Source: an optimization exercise on an open RTL-to-GDS flow (aim: a short achievable clock period and few clock cycles). Production flows keep margins and buffers that such runs may drop. Only simulation tests tie the RTL to the original design; equivalence was not proved. Power figures rest on the tool's default switching activity, not on a simulated workload.

File: config.mk
export PLATFORM = sky130hd
export DESIGN_NAME = cpu_system
export DESIGN_NICKNAME = cpu_system
export VERILOG_FILES = /design/flow/design.v
export SDC_FILE = /design/flow/constraint.sdc
export NUM_CORES = 4
export LEC_CHECK = 0
export CAP_MARGIN = 20
export CORE_MARGIN = 2
export CORE_UTILIZATION = 30
export SLEW_MARGIN = 20
File: constraint.sdc
create_clock -name core_clock -period 12.0 [get_ports {CLK}]
set_input_delay 2.4000 -clock core_clock [delete_from_list [all_inputs] [get_ports {CLK}]]
set_output_delay 2.4000 -clock core_clock [all_outputs]
set_load 0.01 [all_outputs]
File: design.v
`default_nettype none
package isa_pkg;
  localparam int OPCODE_BITS  = 4;
  localparam int OPERAND_BITS = 16 - OPCODE_BITS;
  typedef logic [OPCODE_BITS-1:0]  opcode_t;
  typedef logic [OPERAND_BITS-1:0] operand_t;
  typedef struct packed {
    opcode_t  opcode;
    operand_t operand;
  } instr_t;
  localparam opcode_t OP_NOP  = 4'h0;
  localparam opcode_t OP_LDI  = 4'h1;   
  localparam opcode_t OP_LD   = 4'h2;
  localparam opcode_t OP_ST   = 4'h3;
  localparam opcode_t OP_ADD  = 4'h4;   
  localparam opcode_t OP_SUB  = 4'h5;
  localparam opcode_t OP_AND  = 4'h6;
  localparam opcode_t OP_OR   = 4'h7;
  localparam opcode_t OP_XOR  = 4'h8;
  localparam opcode_t OP_JMP  = 4'h9;
  localparam opcode_t OP_JZ   = 4'ha;   
  localparam opcode_t OP_OUT  = 4'hb;
  localparam opcode_t OP_IN   = 4'hc;
  localparam opcode_t OP_HALT = 4'hf;
endpackage
`default_nettype wire
`default_nettype none
package bus_pkg;
  typedef logic [16-1:0]    word_t;
  typedef logic [8-1:0] address_t;
  typedef logic [8-1:0]    port_t;
  typedef struct packed {
    logic     wr;
    address_t address;
    word_t    data;
  } mem_req_t;
  typedef struct packed {
    port_t port;
    word_t data;
  } io_write_t;
endpackage
`default_nettype wire
`default_nettype none
module boot_memory
(
  input  wire                     CLK,
  input  wire bus_pkg::address_t  f_addr,
  output bus_pkg::word_t          f_rdata,
  input  wire bus_pkg::address_t  d_addr,
  output bus_pkg::word_t          d_rdata,
  input  wire bus_pkg::mem_req_t  w_req
);
  localparam int DEPTH = 1 << 8;
  bus_pkg::word_t mem [0:DEPTH-1];
  always_ff @(posedge CLK)
  begin
    if (w_req.wr)
    begin
      mem[w_req.address] <= w_req.data;
    end
  end
  assign f_rdata = mem[f_addr];
  assign d_rdata = mem[d_addr];
endmodule
`default_nettype wire
`default_nettype none
module cpu_core
(
  input  wire                    CLK,
  input  wire                    rst,
  input  wire                    start,
  input  wire bus_pkg::mem_req_t host_q,      
  output bus_pkg::mem_req_t      mem_wreq,
  output bus_pkg::address_t      f_addr,
  input  wire bus_pkg::word_t    f_rdata,
  output bus_pkg::address_t      d_addr,
  input  wire bus_pkg::word_t    d_rdata,
  input  wire bus_pkg::word_t    io_in,
  output logic                   io_wr,
  output bus_pkg::io_write_t     io_out,
  output logic                   busy,
  output logic                   halted
);
  logic              running;
  logic              halted_q;
  bus_pkg::address_t pc_f;          
  logic              d_v;
  isa_pkg::instr_t   d_ins;
  bus_pkg::address_t d_pc;
  logic              e_ld;          
  logic              e_add, e_sub, e_and, e_or, e_xor;
  logic              e_st, e_out;
  bus_pkg::address_t e_a;
  bus_pkg::word_t    e_opr;
  bus_pkg::word_t    acc;
  bus_pkg::word_t    io_in_q;       
  logic              io_wr_q;
  bus_pkg::io_write_t io_q;
  isa_pkg::instr_t   ins_f;
  logic              f_jmp;
  assign f_addr = pc_f;
  always_comb
  begin
    if (e_st && e_a == pc_f)
      ins_f = acc;
    else if (host_q.wr && host_q.address == pc_f)
      ins_f = host_q.data;
    else
      ins_f = f_rdata;
  end
  assign f_jmp = (ins_f.opcode == isa_pkg::OP_JMP);
  bus_pkg::address_t d_a;
  bus_pkg::word_t    d_opr;
  logic              stale;
  logic              jz_taken;
  logic              halt_now;
  assign d_a    = bus_pkg::address_t'(d_ins.operand);
  assign d_addr = d_a;
  always_comb
  begin
    if (d_ins.opcode == isa_pkg::OP_LDI)
      d_opr = bus_pkg::word_t'(d_ins.operand);
    else if (d_ins.opcode == isa_pkg::OP_IN)
      d_opr = io_in_q;
    else if (e_st && e_a == d_a)
      d_opr = acc;
    else
      d_opr = d_rdata;
  end
  bus_pkg::word_t acc_d;
  always_comb
  begin
    acc_d = acc;
    if (e_ld)  acc_d = e_opr;
    if (e_add) acc_d = acc + e_opr;
    if (e_sub) acc_d = acc - e_opr;
    if (e_and) acc_d = acc & e_opr;
    if (e_or)  acc_d = acc | e_opr;
    if (e_xor) acc_d = acc ^ e_opr;
  end
  assign stale    = d_v && e_st && (e_a == d_pc);
  assign jz_taken = d_v && !stale && (d_ins.opcode == isa_pkg::OP_JZ) && (acc_d == '0);
  assign halt_now = d_v && !stale && (d_ins.opcode == isa_pkg::OP_HALT);
  assign mem_wreq.wr      = e_st;
  assign mem_wreq.address = e_a;
  assign mem_wreq.data    = acc;
  logic d_issue;      
  logic f_issue;      
  assign d_issue = running && d_v && !stale && !jz_taken && !halt_now;
  assign f_issue = running ? (!stale && !jz_taken && !halt_now) : start;
  always_ff @(posedge CLK)
  begin
    io_in_q <= io_in;
    acc     <= acc_d;
    io_q.port <= e_a;
    io_q.data <= acc;
    io_wr_q <= e_out;
    e_ld  <= d_issue && (d_ins.opcode == isa_pkg::OP_LD || d_ins.opcode == isa_pkg::OP_LDI ||
                         d_ins.opcode == isa_pkg::OP_IN);
    e_add <= d_issue && (d_ins.opcode == isa_pkg::OP_ADD);
    e_sub <= d_issue && (d_ins.opcode == isa_pkg::OP_SUB);
    e_and <= d_issue && (d_ins.opcode == isa_pkg::OP_AND);
    e_or  <= d_issue && (d_ins.opcode == isa_pkg::OP_OR);
    e_xor <= d_issue && (d_ins.opcode == isa_pkg::OP_XOR);
    e_st  <= d_issue && (d_ins.opcode == isa_pkg::OP_ST);
    e_out <= d_issue && (d_ins.opcode == isa_pkg::OP_OUT);
    e_a   <= d_a;
    e_opr <= d_opr;
    d_v <= f_issue;
    if (f_issue)
    begin
      d_ins <= ins_f;
      d_pc  <= pc_f;
    end
    if (!running)
    begin
      pc_f <= f_issue ? (f_jmp ? bus_pkg::address_t'(ins_f.operand) : bus_pkg::address_t'(1)) : '0;
      if (start)
      begin
        running  <= 1'b1;
        halted_q <= 1'b0;
      end
    end
    else if (stale)
      pc_f <= d_pc;
    else if (jz_taken)
      pc_f <= d_a;
    else if (halt_now)
    begin
      pc_f     <= '0;
      running  <= 1'b0;
      halted_q <= 1'b1;
    end
    else
      pc_f <= f_jmp ? bus_pkg::address_t'(ins_f.operand) : pc_f + bus_pkg::address_t'(1);
    if (rst)
    begin
      running  <= 1'b0;
      halted_q <= 1'b0;
      pc_f     <= '0;
      d_v      <= 1'b0;
      acc      <= '0;
      e_ld     <= 1'b0;
      e_add    <= 1'b0;
      e_sub    <= 1'b0;
      e_and    <= 1'b0;
      e_or     <= 1'b0;
      e_xor    <= 1'b0;
      e_st     <= 1'b0;
      e_out    <= 1'b0;
      io_wr_q  <= 1'b0;
    end
  end
  assign io_wr  = io_wr_q;
  assign io_out = io_q;
  assign busy   = running;
  assign halted = halted_q;
endmodule
`default_nettype wire
`default_nettype none
module cpu_system
(
  input  wire                    CLK,
  input  wire                    rst,
  input  wire                    start,
  input  wire bus_pkg::mem_req_t host_req,
  input  wire bus_pkg::word_t    io_in,
  output logic                   io_wr,
  output bus_pkg::io_write_t     io_out,
  output logic                   busy,
  output logic                   halted
);
  bus_pkg::mem_req_t host_q;      
  bus_pkg::mem_req_t core_req;
  bus_pkg::mem_req_t w_req;
  bus_pkg::address_t f_addr;
  bus_pkg::address_t d_addr;
  bus_pkg::word_t    f_rdata;
  bus_pkg::word_t    d_rdata;
  always_ff @(posedge CLK)
  begin
    host_q <= host_req;
  end
  assign w_req = host_q.wr ? host_q : core_req;
  cpu_core u_core (
    .CLK       (CLK),
    .rst       (rst),
    .start     (start),
    .host_q    (host_q),
    .mem_wreq  (core_req),
    .f_addr    (f_addr),
    .f_rdata   (f_rdata),
    .d_addr    (d_addr),
    .d_rdata   (d_rdata),
    .io_in     (io_in),
    .io_wr     (io_wr),
    .io_out    (io_out),
    .busy      (busy),
    .halted    (halted)
  );
  boot_memory u_mem (
    .CLK     (CLK),
    .f_addr  (f_addr),
    .f_rdata (f_rdata),
    .d_addr  (d_addr),
    .d_rdata (d_rdata),
    .w_req   (w_req)
  );
endmodule
`default_nettype wire
File: run.sh
#!/bin/bash
# synth_recipe.tcl (not shown) runs the flow's synth.tcl, then flattens the netlist and writes it again
# the make line also repeats each setting of config.mk as NAME=value (left out here)
make -C /OpenROAD-flow-scripts/flow DESIGN_CONFIG=/design/flow/config.mk WORK_HOME=/design/flow/orfs CLKGATE_MAP_FILE= SYNTH_SCRIPT=/design/flow/synth_recipe.tcl finish
==> metrics.md, run 1 <==
| Metric | Value |
|---|---|
| Outcome | timing/DRC/antenna clean |
| Worst Max-Slew Pin Slew | ~1.3 ns |
| Clock buffer depth | 4 |
| Final worst slack | between 5 and 6 ns |
| Commonest non-fill, non-tap cell in the layout | edfxtp_1 |
| R2R depth | 13 |
| Avg WL per Cell | around 37 microns |
| DP HPWL | approximately 420 mm |
| Seq cells post-synth | about 4300 |
| Core Footprint | around 660000 sq um |
| Die area | between 600000 and 700000 sq um |
| Max Clk Rate | around 150 MHz |
| Starting Density | 0.301 |
| Worst vdd ir | between 0.1 and 0.15 mV |
| Via count | 111000 |
| CP top delay family | buffers and inverters |
| Startpoint types | flop |
| Setup tns final | 0 ns |
| Total GRT Usage | 0.197 |
| Simple-gate share of the synthesized area | 0.0207 |
| Maxcap violations | 0 |
| CP Launch Point | u_core.pc_f[2] |
| R2R Setup Slk | between 5 and 6 ns |
| YS warnings | 3 |
| Power Dens Cells | approximately 170 nW/um^2 |
| Reg2Reg Capture Point | u_core.pc_f[0] |
| Share of cells above drive strength 1 | 0.399 |
| Static Leak | about 67 nW |
| Crit-path slowest cell | dfxtp_4 |
| Hold depth | 2 |
| Initial antenna violation count | 64 |
| Clk sink count | between 4000 and 5000 |
| Slew headroom | 0.106 |
| Final min period | 6.59 ns |
| Crit path DAT | roughly 7.5 ns |
| Area leader, netlist | edfxtp_1 |
| Initial drt markers | 17800 |
| CP peak stage delay | around 0.8 ns |
| Setup skew after layout | around 0.13 ns |
| Main combinational cell family by area after synthesis | multiplexers |
| Net count, final | ~9600 |
| Synthesized area | 198000 sq um |
| Setup Crit Path Kind | flop to flop |
| Multiplexer share of the synthesized area | 0.297 |
| Worst setup EP type | flop |
| CTS tree | built |
| Cts bufs inserted | approximately 450 |
| Area contributors post-synth | edfxtp_1 (62%), mux4_2 (29%), dfxtp_1 (1.3%) |
| First-pass GRT wire length | approximately 900 mm |
| Compound-Gate Fraction of Synth Area | 0.0201 |
| Drt drc | 0 |
| Highest-count cells in the layout ignoring fill and taps | edfxtp_1 (4120), mux4_2 (2512), clkbuf_16 (458) |
| Hold-fix buffers, CTS | 0 |
| Syn Nets | ~9400 |
| Period utilization | 0.549 |
| Dpl cell area | roughly 210000 sq um |
| Adder-cell area share of the yosys netlist | 0.00323 |
| Synth cell types | 92 |
| Design Area, Final | approximately 230000 sq um |
| Drt pass-1 iters | 9 |
| DR vias/cell | between 5 and 6 |
| Critical path required time | roughly 13 ns |
| Post-DRT Antenna Nets | 0 |
| Critical R2R Launch | u_core.pc_f[2] |
| Final setup viols | 0 |
| Row cnt | roughly 300 |
| Async S/R FF share, synth | 0 |
| Quantity of gates resized following cts | 0 |
| RSZ-0062 raised after global routing | no |
| CTS clk-pin slew, worst paths | approximately 0.070 ns |
| Cell Chain, Critical Path | buf_12 -> buf_4 -> buf_4 -> mux4_2 -> o22ai_1 -> o21ai_0 -> a41oi_1 -> or4_1 -> o211ai_1 -> and4bb_4 -> nand2b_1 -> a31oi_1 -> o2bb2ai_1 |
| Clock Latency Late Sink | about 1.1 ns |
| Post-synthesis xor/xnor area fraction | 0.00199 |
| Seq/Total Area, Yosys | 0.638 |
| CTS root buf | clkbuf_16 |
| Max H-tree Level | 5 |
| Final Slew Violations | 0 |
| Syn avg cell area | ~21 sq um |
| Final hold viol count | 0 |
| Share of the synthesized area in the top cell type | 0.625 |
| Largest net degree at the start of global routing | roughly 260 |
| Placer congestion estimate | approximately 0.93 |
| Area delta synth->final | 14.2% |
| CP Buf/Inv Count | 3 |
| Endpoint of the worst hold path | u_core.e_opr[13] |
| Worst slack, placed | ~5.3 ns |
| Hold Startpoint | u_core.io_in_q[13] |
| Hold Slack | between 0.4 and 0.5 ns |
| Global route overflow | 0 |
| Post-synth EDFFs | approximately 4000 |
| Worst path most repeated cell | buf_4 |
| Crit path depth | 13 |
| Post-CTS repair timing setup buffer count | 0 |
| Vias in the first global route | 111000 |
| Top Ports | about 70 |
| Die height | approximately 800 microns |
| Main synth FF type | edfxtp_1 |
| Worst Path Max Fanout | slightly above 80 |
| Die width | approximately 820 microns |
| PortBufs | 70 |
| Post-Syn Instances | just over 9000 |
| Worst hold path class | flop to flop |
| Overall routed net length | a little under 700 mm |
==> worst max-delay path by stage <==
| stage | end | slack (ns) |
|---|---|---|
| final | u_core.pc_f[0] | 5.41 |
| after detailed placement | u_core.pc_f[0] | 5.30 |
| after CTS | u_core.pc_f[0] | 5.27 |
| after floorplan | u_mem.mem[0][15] | -1.07 |
| after global placement | u_core.pc_f[7] | 5.29 |
| after global routing | u_core.pc_f[0] | 5.06 |
==> cells by family (layout without fill, tap and decap cells) <==
kind of cell             Yosys count  after routing
multiplexers                    2737           2737
flip-flops                      4253           4253
AO/OA/AOI/OAI                    589            589
adder cells (fa/ha/maj)           50             50
AND/OR/NAND/NOR                  867            867
other                              0             27
XOR/XNOR                          45             45
buffers and inverters            788           1302
==> cells in the mapped netlist, drive strengths merged (15+ instances only) <==
cell type	number
mux2	54
xnor2	40
o211ai	17
inv	54
buf	411
or3	15
a31oi	28
nor3	50
o31ai	17
a22oi	92
o21ai	94
nand3	76
nand4	15
dfxtp	133
a21oi	123
nor2b	40
mux2i	171
a211oi	31
edfxtp	4120
o22ai	51
clkbuf	322
nor4	24
mux4	2512
ha	48
nand2	173
nor2	365
nand2b	34
==> final cells by class <==
class	count	area, sq um
Clock buffer	539	11800
Clock inverter	291	3200
Fill cell	60300	432000
Multi-Input combinational cell	4288	69900
Timing Repair Buffer	417	3750
Sequential cell	4253	126000
Antenna cell	27	67.6
Inverter	55	206
Tap cell	8700	10900
==> sequential cells by signal, indices dropped and copies added, names as in the netlist, named ones only <==
register	count
u_core.d_v	1
u_core.e_sub	1
u_core.d_pc	8
u_core.io_in_q	16
u_core.e_out	1
u_core.e_add	1
u_core.acc	16
u_core.e_or	1
u_core.io_q	24
u_core.halted_q	1
u_core.e_st	1
u_core.io_wr_q	1
u_core.e_a	8
u_core.e_and	1
u_core.running	1
u_core.e_xor	1
u_core.e_opr	16
u_core.e_ld	1
u_core.pc_f	8
u_core.d_ins	16
host_q	25
u_mem.mem	4096
==> report_power, final <==
part	switching, W	total [W]	internal (W)
combinational	0.00449	0.00780	0.00331
sequential	0.000223	0.0167	0.0164
clock	0.00612	0.0143	0.00819
==> routing by layer <==
metal / track usage / vias up / part of all wire
met1: 0.257 / 60600 / 0.37
li1: - / 41400 / -
met2: 0.308 / 7404 / 0.46
met4: 0.0927 / 24 / 0.055
met5: 0.000142 / - / 0.00024
met3: 0.0522 / 1416 / 0.11
==> stage by stage <==
| step | cells | power [W] | util |
|---|---|---|---|
| global route | 18500 | 0.0397 | 0.344 |
| global placement | 17700 | 0.0246 | 0.321 |
| CTS | 18500 | 0.0388 | 0.343 |
| finish | 18600 | 0.0388 | 0.344 |
| detailed placement | 17700 | 0.0247 | 0.321 |
| floorplan | 9329 | 0.0219 | - |
==> worst min-delay path, cell delays in order (launching register included) <==
cell and delay, ns:
dfxtp_1 0.33, a32oi_1 0.05, nand2_1 0.06
Testbench counts, summed over its fixed seeds: cycles 41,905.
==> inputs of run 2 (changes only) <==
==> flow/run.sh (new file) <==
#!/bin/bash
# The standard layout, with repair_timing aiming well below the 12 ns clock so that it
# sizes and buffers the critical paths; it fixes the worst 5% of endpoints to bound run time.
set -euo pipefail
bash standard.sh SETUP_SLACK_MARGIN=8 TNS_END_PERCENT=5 finish > standard_flow.log 2>&1
==> standard.sh (new file) <==
#!/bin/bash
# synth_recipe.tcl (not shown) runs the flow's synth.tcl, then flattens the netlist and writes it again
# the make line also repeats each setting of config.mk as NAME=value (left out here)
make -C /OpenROAD-flow-scripts/flow DESIGN_CONFIG=/design/flow/config.mk WORK_HOME=/design/flow/orfs CLKGATE_MAP_FILE= SYNTH_SCRIPT=/design/flow/synth_recipe.tcl "${@:-finish}"
removed: run.sh
==> run 2 against run 1 <==
Critical path depth down 1. Register-to-register slack better by 2.1 ns. Clock power about the same. Sequential share of layout area down 1.8 points. Synthesized area unchanged. Global-route usage up 1.2 points. Maximum frequency up 48%. Hold slack worse by 0.024 ns. Via count up 3.6%. Largest power group unchanged.
==> metrics.md, run 2 <==
| Metric | Value |
|---|---|
| Outcome | timing/DRC/antenna clean |
| Max H-tree Level | 5 |
| Static Leak | ~70 nW |
| Startpoint types | flop |
| Seq cells post-synth | about 4300 |
| Worst hold path class | flop to flop |
| Clk sink count | around 4300 |
| First-pass GRT wire length | about 970 mm |
| Share of the synthesized area in the top cell type | 0.625 |
| Cell Chain, Critical Path | buf_12 -> buf_12 -> buf_16 -> buf_16 -> mux4_2 -> mux4_2 -> mux4_2 -> o211ai_1 -> nor3_2 -> a221o_1 -> and3_4 -> a211o_1 |
| Dpl cell area | approximately 210000 sq um |
| Reg2Reg Capture Point | u_core.pc_f[3] |
| Highest-count cells in the layout ignoring fill and taps | edfxtp_1 (4120), mux4_2 (2512), clkbuf_16 (454) |
| Sw power | 0.0114 W |
| Syn Nets | 9423 |
| Final setup viols | 0 |
| Period utilization | 0.371 |
| R2R depth | 12 |
| Net count, final | 9820 |
| CTS clk-pin slew, worst paths | approximately 0.060 ns |
| Commonest non-fill, non-tap cell in the layout | edfxtp_1 |
| Clock share of power | 0.358 |
| Placer congestion estimate | between 0.9 and 1 |
| Hold Slack | 0.421 ns |
| Final hold viol count | 0 |
| Worst setup EP type | flop |
| Setup skew after layout | 0.0959 ns |
| Syn avg cell area | ~21 sq um |
| Setup Crit Path Kind | flop to flop |
| Final Slew Violations | 0 |
| CP peak stage delay | approximately 0.68 ns |
| Synth cell types | about 90 |
| Via count | 115000 |
| Core Footprint | 658000 sq um |
| Final worst slack | around 7.6 ns |
| Die height | 816 microns |
| CTS tree | built |
| Synthesized area | about 200000 sq um |
| Worst Max-Slew Pin Slew | 1.23 ns |
| Top Ports | around 70 |
| Most frequent cells after synthesis | edfxtp_1 (4120), mux4_2 (2512), nor2_1 (363) |
| Starting Density | 0.301 |
| Worst Path Max Fanout | 6 |
| Async S/R FF share, synth | 0 |
| Seq pwr share | 0.417 |
| Worst vdd ir | 0.171 mV |
| Crit path depth | 12 |
| Max Clk Rate | 225 MHz |
| Avg WL per Cell | ~38 microns |
| Design Area, Final | between 200000 and 250000 sq um |
| Crit-path slowest cell | mux4_2 |
| Final min period | approximately 4.4 ns |
| Critical R2R Launch | u_core.pc_f[0] |
| Critical path required time | 12.97 ns |
| Post-Syn Instances | approximately 9300 |
| DR vias/cell | 6.10 |
| Fill count | 59500 |
| Slew headroom | 0.178 |
| Sw Ratio | 0.285 |
| Vias in the first global route | between 100k and 150k |
| Largest net degree at the start of global routing | roughly 170 |
| Die area | 667000 sq um |
| Most common cell in the synthesized netlist | edfxtp_1 |
| Total GRT Usage | 0.209 |
| Biggest regs | u_mem.mem (4096), host_q (25), u_core.io_q (24) |
| Share of cells above drive strength 1 | 0.440 |
| Row cnt | 298 |
| CP top delay family | multiplexers |
| Hold-fix buffers, CTS | 0 |
| Critical path endpoint | u_core.pc_f[3] |
| RSZ-0062 raised after global routing | yes |
| YS warnings | 3 |
| CP Buf/Inv Count | 4 |
| Main synth FF type | edfxtp_1 |
| DP HPWL | 425 mm |
| Util after Layout | 0.356 |
| R2R Setup Slk | 7.55 ns |
| Post-synth EDFFs | slightly above 4000 |
| Internal power | between 0.02 and 0.03 W |
| Hold depth | 0 |
| Initial drt markers | 19400 |
| CTS root buf | clkbuf_16 |
| Biggest register | u_mem.mem |
| Die width | 816 microns |
| Clock Latency Late Sink | approximately 1.1 ns |
| Initial antenna violation count | a little over 50 |
| Largest register FFs | 4096 |
| PortBufs | 70 |
| Seq/Total Area, Yosys | 0.638 |
| Area contributors post-synth | edfxtp_1 (62%), mux4_2 (29%), dfxtp_1 (1.3%) |
| Area leader, netlist | edfxtp_1 |
| Area delta synth->final | 18.1% |
| Drt drc | 0 |
| Drt pass-1 iters | 8 |
| Maxcap violations | 0 |
| Worst path most repeated cell | mux4_2 |
| Cts bufs inserted | about 440 |
| Crit path DAT | between 5 and 6 ns |
| Setup tns final | 0 ns |
| Overall routed net length | 722 mm |
| Clock buffer depth | 4 |
| Global route overflow | 0 |
| Worst slack, placed | roughly 5.6 ns |
| Comb pwr share | 0.225 |
| Post-DRT Antenna Nets | 0 |
| CP Launch Point | u_core.pc_f[0] |
| Power Dens Cells | 171 nW/um^2 |
## run 2: cell count changes in the layout (fill, tap and decap cells not counted), moves of 24 or more
| cell | delta |
|---|---|
| buf_12 | +37 |
| dfxtp_1 | -29 |
| bufbuf_16 | +53 |
| clkinv_2 | +24 |
| buf_16 | +110 |
| buf_8 | +27 |
| buf_6 | +47 |
## run 2: power by group through the flow
stage          registers [W]  logic, W  clock network [W]
6_report              0.0166   0.00899             0.0143
5_1_grt               0.0166   0.00913             0.0149
4_1_cts               0.0166   0.00878             0.0144
3_5_place_dp          0.0170   0.00768                  0
3_3_place_gp          0.0170   0.00760                  0
2_1_floorplan         0.0168   0.00491                  0
## run 2: final cells by class
cell class                 instances  area [sq um]  share of cell area
timing repair buffer             684         10100              0.0432
antenna                           36          90.1            0.000385
multi-input combinational       4288         71300               0.305
timing repair inverter             1          7.51           0.0000321
clock buffer                     521         11600              0.0494
sequential                      4253        126000               0.541
inverter                          55           218            0.000931
clock inverter                   290          3300              0.0141
tap                             8700         10900              0.0465
## run 2: worst min-delay path by stage
stage             startpoint         endpoint
6_report       u_core.acc[5]   u_core.io_q[5]
2_1_floorplan  u_core.e_a[0]  u_core.io_q[16]
5_1_grt        u_core.acc[5]   u_core.io_q[5]
4_1_cts        u_core.acc[6]   u_core.io_q[6]
3_5_place_dp   u_core.acc[6]   u_core.io_q[6]
3_3_place_gp   u_core.acc[0]   u_core.io_q[0]
## run 2: kinds of logic after synthesis
kind of cell               Yosys count  synth area share
muxes                             2737             0.297
buffers and inverters              788            0.0184
DFF                               4253             0.638
xor gates and xnor gates            45           0.00199
AOI/OAI and AO/OA                  589            0.0201
and+or+nand+nor                    867            0.0207
adders and majority gates           50           0.00323
## run 2: stage by stage
stage	std cells	power, W
2_1_floorplan	9329	0.0218
3_3_place_gp	17700	0.0246
3_5_place_dp	17700	0.0247
4_1_cts	18800	0.0398
5_1_grt	18800	0.0407
6_report	18800	0.0399
## run 2: worst register-to-register path, stage by stage, from the launching register on
cell	delay [ns]
dfxtp_4	0.40
buf_12	0.15
buf_12	0.13
buf_16	0.13
buf_16	0.16
mux4_2	0.52
mux4_2	0.63
mux4_2	0.69
o211ai_1	0.62
nor3_2	0.16
a221o_1	0.32
and3_4	0.18
a211o_1	0.23
## run 2: what timing repair did
item	4_1_cts	5_1_grt
endpoints found under the setup margin	1763	986
pin swaps	51	51
setup buffers	149	31
cloned	100	3
resized for setup	595	128
hold endpoints to repair	0	0
## run 2: metal layers
metal | vias to the layer above | global-route usage | part of all wire
li1 | 42100 | - | -
met1 | 62300 | 0.273 | 0.36
met2 | 8889 | 0.321 | 0.45
met3 | 1570 | 0.0593 | 0.12
met4 | 22 | 0.107 | 0.063
met5 | - | 0.00171 | 0.00037

## static timing again, ports no longer ideal
In the flow no input, the clock included, has a driving cell. The finished layouts below were timed again as built, in two steps. Step 1 sets driving cells, clkbuf_16 on the clock port and buf_2 on the other inputs (assumed; they add their load-dependent delay and slew). Step 2 adds t to the input delays and takes it off the output delays; t is the mean of the earliest and latest rising clock arrival at the registers after step 1. Input paths then give back, and output paths get back, about the clock's delay inside the block. Three values: no drivers, after step 1, after step 2; two values: the first two.
| run | t, ns | setup slack, ns | worst setup path after step 2 | slew at the worst register clock pin (ns) | worst data-port slew with drivers (ns) |
|---|---|---|---|---|---|
| run 1 | 1.138 | 5.409 / 5.409 / 5.409 | register to register | 0.07 / 0.07 | 0.06 |
| run 2 | 1.192 | 7.553 / 7.550 / 6.986 | input to register | 0.07 / 0.07 | 0.07 |
After both steps every run listed still meets setup and hold. The setup slack of run 2, which loses most, moves by -0.003 ns with the drivers and by -0.567 ns with both steps.
